This design comes from an exercise in tuning for small area on the open sky130 flow, not from production work. Function was checked by simulation only, so behaviour that the tests miss may differ from the original. Power is estimated from default activity; no workload was simulated.

==> violet: inputs <==
## fpga_config_loader
module fpga_config_loader #(
  parameter int          CFG_BITS  = 539,
  parameter logic [15:0] SYNC_WORD = 16'hA55A
) (
  input  logic                clock,
  input  logic                reset,
  input  logic                bs_data,
  input  logic                bs_valid,
  input  logic                abort,
  output logic [CFG_BITS-1:0] cfg_out,
  output logic                cfg_we,
  output logic                done,
  output logic                error,
  output logic                busy
);
==> module fpga_config_loader, before the edit <==
module fpga_config_loader #(
  parameter int          CFG_BITS  = 539,
  parameter logic [15:0] SYNC_WORD = 16'hA55A
) (
  input  logic                clock,
  input  logic                reset,
  input  logic                bs_data,
  input  logic                bs_valid,
  input  logic                abort,
  output logic [CFG_BITS-1:0] cfg_out,
  output logic                cfg_we,
  output logic                done,
  output logic                error,
  output logic                busy
);
  localparam int          CW         = 10;
  localparam logic [CW-1:0] C_START  = CW'((1 << CW) - CFG_BITS - 8);
  localparam logic [7:0]  C_CRC_POLY = 8'h07;
  logic [CFG_BITS-1:0] shadow_q;
  logic [7:0]          crc_q;
  logic [CW-1:0]       cnt_q;
  logic [CFG_BITS-1:0] cfg_n_q;      
  logic                cfg_clr_q;    
  logic                cfg_we_q, done_q, error_q, busy_q;
  logic [7:0] crc_next;
  logic       win_full, match, last_bit, crc_phase, commit, fail, cnt_inc;
  always_comb begin
    crc_next  = {crc_q[6:0], 1'b0} ^ ((crc_q[7] ^ bs_data) ? C_CRC_POLY : 8'h00);
    win_full  = (cnt_q[3:0] == 4'hF);
    crc_phase = &cnt_q[CW-1:3];
    match     = !busy_q && bs_valid && !abort && win_full &&
                ({shadow_q[14:0], !bs_data} == ~SYNC_WORD);
    last_bit  = busy_q && bs_valid && !abort && (&cnt_q);
    commit    = last_bit && (crc_next == 8'h00);
    fail      = last_bit && (crc_next != 8'h00);
    cnt_inc   = bs_valid && (busy_q || !win_full);
  end
  always_ff @(posedge clock) begin
    if (bs_valid && !crc_phase)
      shadow_q <= {shadow_q[CFG_BITS-2:0], !bs_data};
  end
  always_ff @(posedge clock) begin
    if (commit)
      cfg_n_q <= shadow_q;
  end
  always_ff @(posedge clock) begin
    if (bs_valid)
      crc_q <= busy_q ? crc_next : 8'h00;
  end
  always_ff @(posedge clock or posedge reset) begin
    if (reset) begin
      cnt_q     <= '0;
      cfg_clr_q <= 1'b1;
      cfg_we_q  <= 1'b0;
      done_q    <= 1'b0;
      error_q   <= 1'b0;
      busy_q    <= 1'b0;
    end else begin
      cfg_we_q <= commit;
      if (commit)
        cfg_clr_q <= 1'b0;
      if (abort) begin
        cnt_q   <= '0;
        busy_q  <= 1'b0;
        done_q  <= 1'b0;
        error_q <= 1'b0;
      end else if (match) begin
        cnt_q   <= C_START;
        busy_q  <= 1'b1;
        done_q  <= 1'b0;
        error_q <= 1'b0;
      end else begin
        if (cnt_inc)
          cnt_q <= cnt_q + CW'(1);
        if (last_bit)
          busy_q <= 1'b0;
        if (commit)
          done_q <= 1'b1;
        if (fail)
          error_q <= 1'b1;
      end
    end
  end
  assign cfg_out = ~(cfg_n_q | {CFG_BITS{cfg_clr_q}});
  assign cfg_we  = cfg_we_q;
  assign done    = done_q;
  assign error   = error_q;
  assign busy    = busy_q;
endmodule
make LEC_CHECK=0 ABC_AREA=1 CAP_MARGIN=20 CORE_MARGIN=2 CORE_UTILIZATION=40 SLEW_MARGIN=20 finish   # period 5.0 ns
run.sh (not shown) runs the stock make flow with config.mk's settings and CLKGATE_MAP_FILE= SYNTH_SCRIPT=/design/flow/synth_recipe.tcl, a recipe that flattens the netlist after the stock synthesis.
==> willow (differences from violet) <==
--- a/flow/design.v
+++ b/flow/design.v
@@ -20,8 +20,7 @@
   logic [CFG_BITS-1:0] shadow_q;
   logic [7:0]          crc_q;
   logic [CW-1:0]       cnt_q;
-  logic [CFG_BITS-1:0] cfg_n_q;      
-  logic                cfg_clr_q;    
+  logic [CFG_BITS-1:0] cfg_out_q;
   logic                cfg_we_q, done_q, error_q, busy_q;
   logic [7:0] crc_next;
   logic       win_full, match, last_bit, crc_phase, commit, fail, cnt_inc;
@@ -30,7 +29,7 @@
     win_full  = (cnt_q[3:0] == 4'hF);
     crc_phase = &cnt_q[CW-1:3];
     match     = !busy_q && bs_valid && !abort && win_full &&
-                ({shadow_q[14:0], !bs_data} == ~SYNC_WORD);
+                ({shadow_q[14:0], bs_data} == SYNC_WORD);
     last_bit  = busy_q && bs_valid && !abort && (&cnt_q);
     commit    = last_bit && (crc_next == 8'h00);
     fail      = last_bit && (crc_next != 8'h00);
@@ -38,11 +37,7 @@
   end
   always_ff @(posedge clock) begin
     if (bs_valid && !crc_phase)
-      shadow_q <= {shadow_q[CFG_BITS-2:0], !bs_data};
-  end
-  always_ff @(posedge clock) begin
-    if (commit)
-      cfg_n_q <= shadow_q;
+      shadow_q <= {shadow_q[CFG_BITS-2:0], bs_data};
   end
   always_ff @(posedge clock) begin
     if (bs_valid)
@@ -51,7 +46,7 @@
   always_ff @(posedge clock or posedge reset) begin
     if (reset) begin
       cnt_q     <= '0;
-      cfg_clr_q <= 1'b1;
+      cfg_out_q <= '0;
       cfg_we_q  <= 1'b0;
       done_q    <= 1'b0;
       error_q   <= 1'b0;
@@ -59,7 +54,7 @@
     end else begin
       cfg_we_q <= commit;
       if (commit)
-        cfg_clr_q <= 1'b0;
+        cfg_out_q <= shadow_q;
       if (abort) begin
         cnt_q   <= '0;
         busy_q  <= 1'b0;
@@ -82,7 +77,7 @@
       end
     end
   end
-  assign cfg_out = ~(cfg_n_q | {CFG_BITS{cfg_clr_q}});
+  assign cfg_out = cfg_out_q;
   assign cfg_we  = cfg_we_q;
   assign done    = done_q;
   assign error   = error_q;
==> flow/flow/run.sh (new file) <==
#!/bin/bash
# Standard ORFS layout (the standard.sh), with buf_1 port buffers and a
# clock tree built from small clock buffers without dummy loads.
set -euo pipefail
export BUFFER_PORTS_ARGS="-buffer_cell sky130_fd_sc_hd__buf_1"
export CTS_ARGS="-sink_clustering_enable -repair_clock_nets -dont_use_dummy_load -buf_list {sky130_fd_sc_hd__clkbuf_4 sky130_fd_sc_hd__clkbuf_8} -root_buf sky130_fd_sc_hd__clkbuf_8 -sink_clustering_buffer sky130_fd_sc_hd__clkbuf_8 -sink_clustering_size 20 -sink_clustering_max_diameter 50"
bash standard.sh > standard.log 2>&1
==> flow/standard.sh (new file) <==
#!/bin/bash
# synth_recipe.tcl (not shown) runs the flow's synth.tcl, then flattens the netlist and writes it again
# the make line also repeats each setting of config.mk as NAME=value (left out here)
make -C /OpenROAD-flow-scripts/flow DESIGN_CONFIG=/design/flow/config.mk WORK_HOME=/design/flow/orfs CLKGATE_MAP_FILE= SYNTH_SCRIPT=/design/flow/synth_recipe.tcl "${@:-finish}"
--- a/flow/config.mk
+++ b/flow/config.mk
@@ -8,5 +8,5 @@
 export ABC_AREA = 1
 export CAP_MARGIN = 20
 export CORE_MARGIN = 2
-export CORE_UTILIZATION = 40
+export CORE_UTILIZATION = 65
 export SLEW_MARGIN = 20
removed: flow/run.sh
==> run summary <==
Status - complete, no violations
FFs w/ async S/R, synth - 50.27%
RePlAce Congestion - 0.8294
Kind of critical path - in -> reg
Post-synthesis sequential area ratio - 79.66%
Crit path to - cfg_out_q[519]$_DFFE_PP0P_
Worst R2R Path Depth - 11
Util after Layout - 72.05%
Net Sw Frac - 20.55%
Crit-path cells - buf_1 -> xnor2_1 -> ha_1 -> nor3b_1 -> nand3_4 -> buf_4 -> buf_12 -> buf_16 -> nand2_1 -> nand2_1
CTS root buffer - clkbuf_8
Minimum clock period - 3.340 ns
Netlist cell types - 27
# the run above: willow

==> run summary <==
RePlAce Congestion - 0.7873
CTS root buffer - clkbuf_16
Power, Total - 18.68 mW
Net Sw Frac - 19.30%
Status - complete, no violations
FFs w/ async S/R, synth - 1.362%
Vias in the first global route - 17,870
Die area - 92,790 sq um
CP Launch Type - flip-flop
Psw - 3.606 mW
Crit-path cells - buf_12 -> nor2_1 -> clkdlybuf4s50_1
Minimum clock period - 3.972 ns
# the run above: violet

[port drivers added, routing unchanged]
In the flow no input, the clock included, has a driving cell. The finished layouts below were timed again as built, in two steps. Step 1, drivers: a clkbuf_16 drives clock and a buf_2 each remaining input, both assumed. Step 2, shift: input delay + t, output delay - t, t = (earliest + latest rising clock arrival at the registers) / 2. This alone moves slack from input paths to output paths. Three values: ideal ports, drivers, drivers and shift; two values: the first two.
run | shift t [ns] | setup WS [ns] | worst setup path at the end
violet | 0.703 | 1.028 / 0.967 / 1.308 | input to register
willow | 0.738 | 1.660 / 1.641 / 0.903 | input to register
After both steps every run listed still meets setup and hold. The setup slack of willow, which loses most, moves by -0.019 ns with the drivers and by -0.757 ns with both steps.
